This is an optimization exercise on Yosys and OpenROAD, whose aim is a short achievable clock period and few clock cycles per item, not a production implementation. Function was checked by simulation only, so behaviour that the tests miss may differ from the original. Power is estimated from default activity; no workload was simulated.

**flow/constraint.sdc**
```tcl
create_clock -name core_clock -period 5.0 [get_ports {clk}]
set_input_delay 1.0000 -clock core_clock [delete_from_list [all_inputs] [get_ports {clk}]]
set_output_delay 1.0000 -clock core_clock [all_outputs]
set_load 0.01 [all_outputs]
```
**flow/config.mk**
```make
export PLATFORM = sky130hd
export DESIGN_NAME = coreTop
export DESIGN_NICKNAME = coreTop
export VERILOG_FILES = /design/flow/design.v
export SDC_FILE = /design/flow/constraint.sdc
export NUM_CORES = 4
export LEC_CHECK = 0
export CAP_MARGIN = 20
export CORE_MARGIN = 2
export CORE_UTILIZATION = 40
export SLEW_MARGIN = 20
```
**flow/run.sh**
```bash
#!/bin/bash
# synth_recipe.tcl (not shown) runs the flow's synth.tcl, then flattens the netlist and writes it again
# the make line also repeats each setting of config.mk as NAME=value (left out here)
make -C /OpenROAD-flow-scripts/flow DESIGN_CONFIG=/design/flow/config.mk WORK_HOME=/design/flow/orfs CLKGATE_MAP_FILE= SYNTH_SCRIPT=/design/flow/synth_recipe.tcl finish
```
**flow/design.v**
```verilog
`default_nettype none
package isaPkg;
	typedef logic [31:0] wordT;
	typedef logic [31:0] instrT;
	typedef logic [4:0] regAddrT;
	typedef logic [15:0] immT;
	typedef logic [5:0] opcodeT;
	typedef logic [5:0] functT;
	localparam opcodeT SPECIAL = 6'b000000;   
	localparam opcodeT ADDI = 6'b001000;
	localparam opcodeT ADDIU = 6'b001001;
	localparam opcodeT ANDI = 6'b001100;
	localparam opcodeT ORI = 6'b001101;
	localparam functT ADD = 6'b100000;
	localparam functT ADDU = 6'b100001;
	localparam functT SUB = 6'b100010;
	localparam functT SUBU = 6'b100011;
	localparam functT AND = 6'b100100;
	localparam functT OR = 6'b100101;
	localparam functT SLT = 6'b101010;
	localparam int OPCODE_LSB = 26;
	localparam int RS_LSB = 21;
	localparam int RT_LSB = 16;
	localparam int RD_LSB = 11;
	localparam int FUNCT_LSB = 0;
	localparam int IMM_LSB = 0;
endpackage
`default_nettype wire
`default_nettype none
package execPkg;
	typedef enum logic [2:0] {
		ALU_ADD,
		ALU_SUB,
		ALU_AND,
		ALU_OR,
		ALU_SLT
	} aluOpT;
	typedef enum logic [1:0] {
		ST_IDLE,
		ST_READ,
		ST_EXEC,
		ST_WRITE
	} execStateT;
	typedef logic [34:0] uopT;
endpackage
`default_nettype wire
`timescale 1ns/100ps
`default_nettype none
module instrDecoder
(
	input logic clk,
	input logic rst,
	input logic instrStrobe,
	input logic [31:0] instr,
	output logic busy,
	output logic halted,
	output logic pushLoad,   
	input logic pushFull,
	output logic [2:0] pushAluOp,
	output logic [4:0] pushSrcA,
	output logic [4:0] pushSrcB,
	output logic [4:0] pushDest,
	output logic [15:0] pushImm,
	output logic pushUseImm   
);
	isaPkg::opcodeT opcode;
	isaPkg::functT funct;
	isaPkg::regAddrT rs;
	isaPkg::regAddrT rt;
	isaPkg::regAddrT rd;
	isaPkg::immT imm;
	execPkg::aluOpT decAluOp;
	logic decUseImm;
	logic legal;
	logic holdValid;
	logic accept;
	assign opcode = instr[isaPkg::OPCODE_LSB +: 6];
	assign funct = instr[isaPkg::FUNCT_LSB +: 6];
	assign rs = instr[isaPkg::RS_LSB +: 5];
	assign rt = instr[isaPkg::RT_LSB +: 5];
	assign rd = instr[isaPkg::RD_LSB +: 5];
	assign imm = instr[isaPkg::IMM_LSB +: 16];
	always_comb
	begin
		legal = 1'b1;
		decAluOp = execPkg::ALU_ADD;
		decUseImm = 1'b0;
		case (opcode)
			isaPkg::SPECIAL:
			begin
				case (funct)
					isaPkg::ADD, isaPkg::ADDU: decAluOp = execPkg::ALU_ADD;
					isaPkg::SUB, isaPkg::SUBU: decAluOp = execPkg::ALU_SUB;
					isaPkg::AND: decAluOp = execPkg::ALU_AND;
					isaPkg::OR: decAluOp = execPkg::ALU_OR;
					isaPkg::SLT: decAluOp = execPkg::ALU_SLT;
					default: legal = 1'b0;
				endcase
			end
			isaPkg::ADDI, isaPkg::ADDIU: decUseImm = 1'b1;
			isaPkg::ANDI:
			begin
				decAluOp = execPkg::ALU_AND;
				decUseImm = 1'b1;
			end
			isaPkg::ORI:
			begin
				decAluOp = execPkg::ALU_OR;
				decUseImm = 1'b1;
			end
			default: legal = 1'b0;
		endcase
	end
	assign accept = instrStrobe && !holdValid && !halted;
	assign busy = holdValid;
	assign pushLoad = holdValid && !pushFull;   
	always_ff @(posedge clk or negedge rst)
	begin
		if (!rst)
		begin
			holdValid <= 1'b0;
			halted <= 1'b0;
		end
		else
		begin
			if (accept && !legal)
				halted <= 1'b1;   
			if (accept && legal)
				holdValid <= 1'b1;
			else if (pushLoad)
				holdValid <= 1'b0;
		end
	end
	always_ff @(posedge clk)
	begin
		if (accept)
		begin
			pushAluOp <= decAluOp;
			pushSrcA <= rs;
			pushSrcB <= rt;
			pushDest <= decUseImm ? rt : rd;   
			pushImm <= imm;
			pushUseImm <= decUseImm;
		end
	end
endmodule
`default_nettype wire
`timescale 1ns/100ps
`default_nettype none
module opQueue
#(
	parameter int QUEUE_DEPTH = 4
)
(
	input logic clk,
	input logic rst,
	input logic pushLoad,
	output logic pushFull,
	input logic [2:0] pushAluOp,
	input logic [4:0] pushSrcA,
	input logic [4:0] pushSrcB,
	input logic [4:0] pushDest,
	input logic [15:0] pushImm,
	input logic pushUseImm,
	output logic popEmpty,
	input logic popTake,   
	output logic [2:0] popAluOp,
	output logic [4:0] popSrcA,
	output logic [4:0] popSrcB,
	output logic [4:0] popDest,
	output logic [15:0] popImm,
	output logic popUseImm
);
	localparam int IDX_W = $clog2(QUEUE_DEPTH);
	execPkg::uopT mem [QUEUE_DEPTH];
	execPkg::uopT head;
	logic [IDX_W:0] wrPtr;   
	logic [IDX_W:0] rdPtr;
	assign pushFull = (wrPtr[IDX_W] != rdPtr[IDX_W]) &&
		(wrPtr[IDX_W-1:0] == rdPtr[IDX_W-1:0]);
	assign popEmpty = (wrPtr == rdPtr);
	always_ff @(posedge clk or negedge rst)
	begin
		if (!rst)
		begin
			wrPtr <= '0;
			rdPtr <= '0;
		end
		else
		begin
			if (pushLoad)
				wrPtr <= wrPtr + 1'b1;
			if (popTake)
				rdPtr <= rdPtr + 1'b1;
		end
	end
	always_ff @(posedge clk)
	begin
		if (pushLoad)
			mem[wrPtr[IDX_W-1:0]] <= {pushAluOp, pushSrcA, pushSrcB, pushDest,
				pushImm, pushUseImm};
	end
	assign head = mem[rdPtr[IDX_W-1:0]];
	assign popAluOp = execPkg::aluOpT'(head[34:32]);
	assign popSrcA = head[31:27];
	assign popSrcB = head[26:22];
	assign popDest = head[21:17];
	assign popImm = head[16:1];
	assign popUseImm = head[0];
endmodule
`default_nettype wire
`timescale 1ns/100ps
`default_nettype none
module aluExecutor
(
	input logic clk,
	input logic rst,
	input logic popEmpty,
	output logic popTake,
	input logic [2:0] popAluOp,
	input logic [4:0] popSrcA,
	input logic [4:0] popSrcB,
	input logic [4:0] popDest,
	input logic [15:0] popImm,
	input logic popUseImm,
	output logic wbStrobe,
	output logic [4:0] wbAddr,
	output logic [31:0] wbData
);
	execPkg::execStateT state;
	isaPkg::wordT regs [32];
	execPkg::aluOpT curOp;
	isaPkg::regAddrT curSrcA;
	isaPkg::regAddrT curSrcB;
	isaPkg::regAddrT curDest;
	isaPkg::immT curImm;
	logic curUseImm;
	isaPkg::wordT immExt;
	isaPkg::wordT opA;
	isaPkg::wordT opB;
	isaPkg::wordT aluOut;
	isaPkg::wordT result;
	assign popTake = (state == execPkg::ST_IDLE) && !popEmpty;
	assign immExt = (curOp == execPkg::ALU_ADD) ? {{16{curImm[15]}}, curImm} : {16'b0, curImm};
	always_comb
	begin
		case (curOp)
			execPkg::ALU_ADD: aluOut = opA + opB;
			execPkg::ALU_SUB: aluOut = opA - opB;
			execPkg::ALU_AND: aluOut = opA & opB;
			execPkg::ALU_OR: aluOut = opA | opB;
			execPkg::ALU_SLT: aluOut = {31'b0, $signed(opA) < $signed(opB)};
			default: aluOut = '0;
		endcase
	end
	always_ff @(posedge clk or negedge rst)
	begin
		if (!rst)
		begin
			state <= execPkg::ST_IDLE;
			for (int i = 0; i < 32; i++)
				regs[i] <= '0;
		end
		else
		begin
			case (state)
				execPkg::ST_IDLE:
				begin
					if (popTake)
						state <= execPkg::ST_READ;
				end
				execPkg::ST_READ: state <= execPkg::ST_EXEC;
				execPkg::ST_EXEC: state <= execPkg::ST_WRITE;
				execPkg::ST_WRITE:
				begin
					state <= execPkg::ST_IDLE;
					if (curDest != '0)
						regs[curDest] <= result;   
				end
				default: state <= execPkg::ST_IDLE;
			endcase
		end
	end
	always_ff @(posedge clk)
	begin
		if (state == execPkg::ST_IDLE && popTake)
		begin
			curOp <= execPkg::aluOpT'(popAluOp);   
			curSrcA <= popSrcA;
			curSrcB <= popSrcB;
			curDest <= popDest;
			curImm <= popImm;
			curUseImm <= popUseImm;
		end
		if (state == execPkg::ST_READ)
		begin
			opA <= regs[curSrcA];
			opB <= curUseImm ? immExt : regs[curSrcB];
		end
		if (state == execPkg::ST_EXEC)
			result <= aluOut;
	end
	assign wbStrobe = (state == execPkg::ST_WRITE);
	assign wbAddr = curDest;
	assign wbData = result;
endmodule
`default_nettype wire
`timescale 1ns/100ps
`default_nettype none
module coreTop
#(
	parameter int QUEUE_DEPTH = 4
)
(
	input logic clk,
	input logic rst,
	input logic instrStrobe,
	input logic [31:0] instr,
	output logic busy,
	output logic halted,
	output logic wbStrobe,
	output logic [4:0] wbAddr,
	output logic [31:0] wbData
);
	logic pushLoad;
	logic pushFull;
	execPkg::aluOpT pushAluOp;
	isaPkg::regAddrT pushSrcA;
	isaPkg::regAddrT pushSrcB;
	isaPkg::regAddrT pushDest;
	isaPkg::immT pushImm;
	logic pushUseImm;
	logic popEmpty;
	logic popTake;
	execPkg::aluOpT popAluOp;
	isaPkg::regAddrT popSrcA;
	isaPkg::regAddrT popSrcB;
	isaPkg::regAddrT popDest;
	isaPkg::immT popImm;
	logic popUseImm;
	instrDecoder decoder_i (
		.clk(clk),
		.rst(rst),
		.instrStrobe(instrStrobe),
		.instr(instr),
		.busy(busy),
		.halted(halted),
		.pushLoad(pushLoad),
		.pushFull(pushFull),
		.pushAluOp(pushAluOp),
		.pushSrcA(pushSrcA),
		.pushSrcB(pushSrcB),
		.pushDest(pushDest),
		.pushImm(pushImm),
		.pushUseImm(pushUseImm)
	);
	opQueue #(
		.QUEUE_DEPTH(QUEUE_DEPTH)
	) queue_i (
		.clk(clk),
		.rst(rst),
		.pushLoad(pushLoad),
		.pushFull(pushFull),
		.pushAluOp(pushAluOp),
		.pushSrcA(pushSrcA),
		.pushSrcB(pushSrcB),
		.pushDest(pushDest),
		.pushImm(pushImm),
		.pushUseImm(pushUseImm),
		.popEmpty(popEmpty),
		.popTake(popTake),
		.popAluOp(popAluOp),
		.popSrcA(popSrcA),
		.popSrcB(popSrcB),
		.popDest(popDest),
		.popImm(popImm),
		.popUseImm(popUseImm)
	);
	aluExecutor executor_i (
		.clk(clk),
		.rst(rst),
		.popEmpty(popEmpty),
		.popTake(popTake),
		.popAluOp(popAluOp),
		.popSrcA(popSrcA),
		.popSrcB(popSrcB),
		.popDest(popDest),
		.popImm(popImm),
		.popUseImm(popUseImm),
		.wbStrobe(wbStrobe),
		.wbAddr(wbAddr),
		.wbData(wbData)
	);
endmodule
`default_nettype wire
```
==> summary.txt <==
[flip-flops by register name (all words and copies together), names as in the netlist]
signal                flops
decoder_i.halted          1
decoder_i.holdValid       1
decoder_i.pushAluOp       3
decoder_i.pushDest        5
decoder_i.pushImm        16
decoder_i.pushSrcA        5
decoder_i.pushSrcB        5
decoder_i.pushUseImm      1
executor_i.curDest        5
executor_i.curImm        16
executor_i.curOp          3
executor_i.curSrcA        5
executor_i.curSrcB        5
executor_i.curUseImm      1
executor_i.opA           32
executor_i.opB           32
executor_i.regs        1024
executor_i.result        32
executor_i.state          2
queue_i.mem             140
queue_i.rdPtr             3
queue_i.wrPtr             3
[per-layer routing]
metal / vias to the layer above / part of all wire (%) / wire length, µm
met5: - / 0.15 / 453
met4: 25 / 9.0 / 26900
met3: 1632 / 16 / 46200
met2: 4961 / 39 / 117000
met1: 26738 / 36 / 107000
li1: 19834 / - / -
[cell type report]
cell class	instances	area (µm²)	area share (%)
multi-input combinational	3175	28300	38.0
tap	2160	2700	3.64
timing repair buffer	299	2830	3.81
sequential	1340	35100	47.2
antenna	8	20.0	0.0269
clock inverter	60	746	1.00
clock buffer	212	4290	5.77
inverter	107	402	0.540
[through the flow]
step	power, mW	cell area, µm²	util, %	setup WS (ps)
floorplan	30.5	64900	-	2000
global placement	38.9	69100	42.9	854
detailed placement	39.2	69200	43.0	875
CTS	50.5	74200	46.1	867
global route	53.2	74300	46.2	604
finish	51.6	74300	46.2	551
[worst max-delay path, stage by stage, from the launching register on]
cell and delay, ps:
edfxtp_1 720, inv_1 140, ha_1 420, nor2_1 200, o21ai_2 130, a2111oi_4 460, nor3_2 130, a2111oi_4 550
a21oi_1 230, o31ai_1 940, a21oi_1 230
[power by group through the flow]
stage	logic (mW)	clock network [mW]	registers, mW
global placement	17.2	0	21.7
detailed placement	17.5	0	21.7
global route	19.3	11.8	22.1
CTS	17.6	11.4	21.5
floorplan	11.3	0	19.2
finish	18.5	11.3	21.8
[worst max-delay path by stage]
stage	cells after the start	from	end	slack (ps)
global placement	10	executor_i.opB[4]$_DFFE_PP_	executor_i.result[0]$_DFFE_PP_	850
global route	10	executor_i.opB[4]$_DFFE_PP_	executor_i.result[0]$_DFFE_PP_	600
finish	10	executor_i.opB[4]$_DFFE_PP_	executor_i.result[0]$_DFFE_PP_	550
detailed placement	10	executor_i.opB[4]$_DFFE_PP_	executor_i.result[0]$_DFFE_PP_	870
CTS	10	executor_i.opB[4]$_DFFE_PP_	executor_i.result[0]$_DFFE_PP_	870
floorplan	2	instrStrobe	decoder_i.pushAluOp[0]$_DFFE_PP_	2000
[cell families (layout without fill, tap and decap cells)]
family	Yosys count	in the layout	share of synthesized area [%]
adders and majority gates	107	107	2.09
AOI/OAI and AO/OA	1364	1364	16.4
other	0	8	0
DFF	1340	1340	54.0
muxes	1041	1041	18.7
buffers and inverters	602	678	3.51
xor gates and xnor gates	33	33	0.445
and+or+nand+nor	630	630	4.90
[Yosys cell counts, drive strengths merged, types with 11 or more instances]
master	number
a22oi	406
xnor2	22
nand2b	22
a211oi	20
o32a	15
ha	105
o32ai	17
or3	15
nand2	86
or4	11
nor2b	16
dfrtp	1034
nand3	95
a22o	286
mux2	998
xor2	11
nor2	178
a221oi	289
o22ai	11
o21bai	12
o21ai	72
mux4	36
buf	85
clkbuf	410
nand4	128
o31ai	29
edfxtp	306
inv	107
nor4	14
nor3	30
a21oi	131
a31oi	12
==> results.toml <==
[run_status]
status = "no timing/DRC/antenna violations"

[global_route]
antenna_found_initial = 15
grt_pass1_vias = 51548
grtUsageMet3_pct = 16.8
grt.busiest_layer = "met2"
grt_use_total_pct = 35.5
use_met1_pct = 44.4
grt_overflow = 0
grt_max_degree = 107
grt_first_pass_wirelength_um = 410000
use_met2_pct = 48.0

[clock_tree]
cts_tree = "yes"
cts_root_buf = "clkbuf_16"
h-tree-depth = 4
clock_sinks = 1340
clockBufferDepth = 3
cts_resized = 0
clk_pin_slew_worst_paths_ps = 60
cts-buffers-inserted = 149
insertion_delay_ps = 830
cts_hold_buffers = 0
postCtsSetupBuffers = 0

[critical_path]
timing.rr.end = "executor_i.result[0]$_DFFE_PP_"
rrSetupSlack_ps = 550
required_ps = 5500
worst-r2r-cell-count = 10
cp.arrival_ps = 4950
r2r_start = "executor_i.opB[4]$_DFFE_PP_"
worstSetupStartpointType = "register"
cp_max_fo = 6
end_kind = "register"
crit_type = "register to register"

[synthesis]
avgSynthCellArea_um2 = 12.7
synthDistinctLibCells = 79
ys_async_sr_fraction_pct = 77.2
yosys_register_bits = 1340
synth_fp_nets = 5259
syn_inst = 5117
synth_edf_count = 306
yosys-top-cells-area = "dfrtp_1 (40%), mux2_2 (17%), edfxtp_1 (14%)"
syn_area_um2 = 64900
yosysTopAreaCellShare_pct = 39.9
synthFlopType = "dfrtp_1"
ys_seq_area_share_pct = 54.0
synth_top_cell_by_area = "dfrtp_1"
yosys_warnings = 4

[timing]
hold_viol = 0
final_max_slew_viol_count = 0
worst_hold_slack_ps = 213
rsz0062_at_grt = "false"
tightestPinTransition_ps = 1270
post-route-min-period_ps = 4450
clock_skew_ps = 31.1
fmax_mhz = 225
max_slew_margin_pct = 15.2
finalSetupViolCount = 0
period_share_pct = 89.0
fin_setup_tns_ps = 0

[die]
core_um2 = 161000
die_w_um = 407
dieArea_um2 = 166000
die_h_um = 407
rows = 147
initial_utilization_pct = 40.3
ioPinCount = 75

[cells_and_area]
finalNonFillerCells = 7361
syn_to_final_growth_pct = 14.5
final_common_cell = "dfrtp_1"
final_nets = 5214
fillers = 14365
drive_gt1_share_pct = 31.1
mostFrequentLayoutCells = "dfrtp_1 (1033), mux2_2 (985), a22oi_1 (406), edfxtp_1 (306), a221oi_1 (289)"

[route]
num_vias = 53190
ant_nets = 0
drtIter0Drc = 9678
drcViolationCount = 0
wl_per_cell_um = 40.4
routed_wl_um = 297000
dr.pass1.iters = 14
via_per_inst = 7.23

[placed_design]
gp_congestion = 1.01
place_inst = 7075
port_buffers = 74
hpwl_um = 180000

[pwr]
ir_drop_mv = 0.438
power.density_nw_per_um2 = 695
share_comb_of_total_power_pct = 35.8
clock_power_share_pct = 21.9
swShare_pct = 41.9
p_leak_nw = 31.7
p_int_mw = 30.0
seq_power_share_pct = 42.3
switchingPower_mw = 21.6

[run]
drv_cap = 0

[min_path]
hp-class = "input pin to asynchronous set/reset pin"
Testbench counts, summed over its fixed seeds: cycles 48,016, items 12,000.

## what the ideal ports hide
The results above use ideal ports. As a check the final layout listed here was re-extracted and re-timed, cells and wires unchanged.
Step 1 assumes that a clkbuf_16 drives the clock port and a buf_2 every other input.
Step 2 times the ports against the registers' clock, not the clock port: input delays grow and output delays shrink by t, the midpoint of the rising clock arrivals with the driver on.
Three values: no drivers, after step 1, after step 2; two values: the first two.
shift t [ns]: 0.895
setup slack, ns: 0.551 / 0.551 / 0.551
hold slack, ns: 0.213 / 0.180 / 0.403
worst data-port slew with drivers (ns): 0.05
After both steps this run still meets setup and hold. For this run, drivers alone change the setup slack by 0.000 ns; drivers and shift together by 0.000 ns.
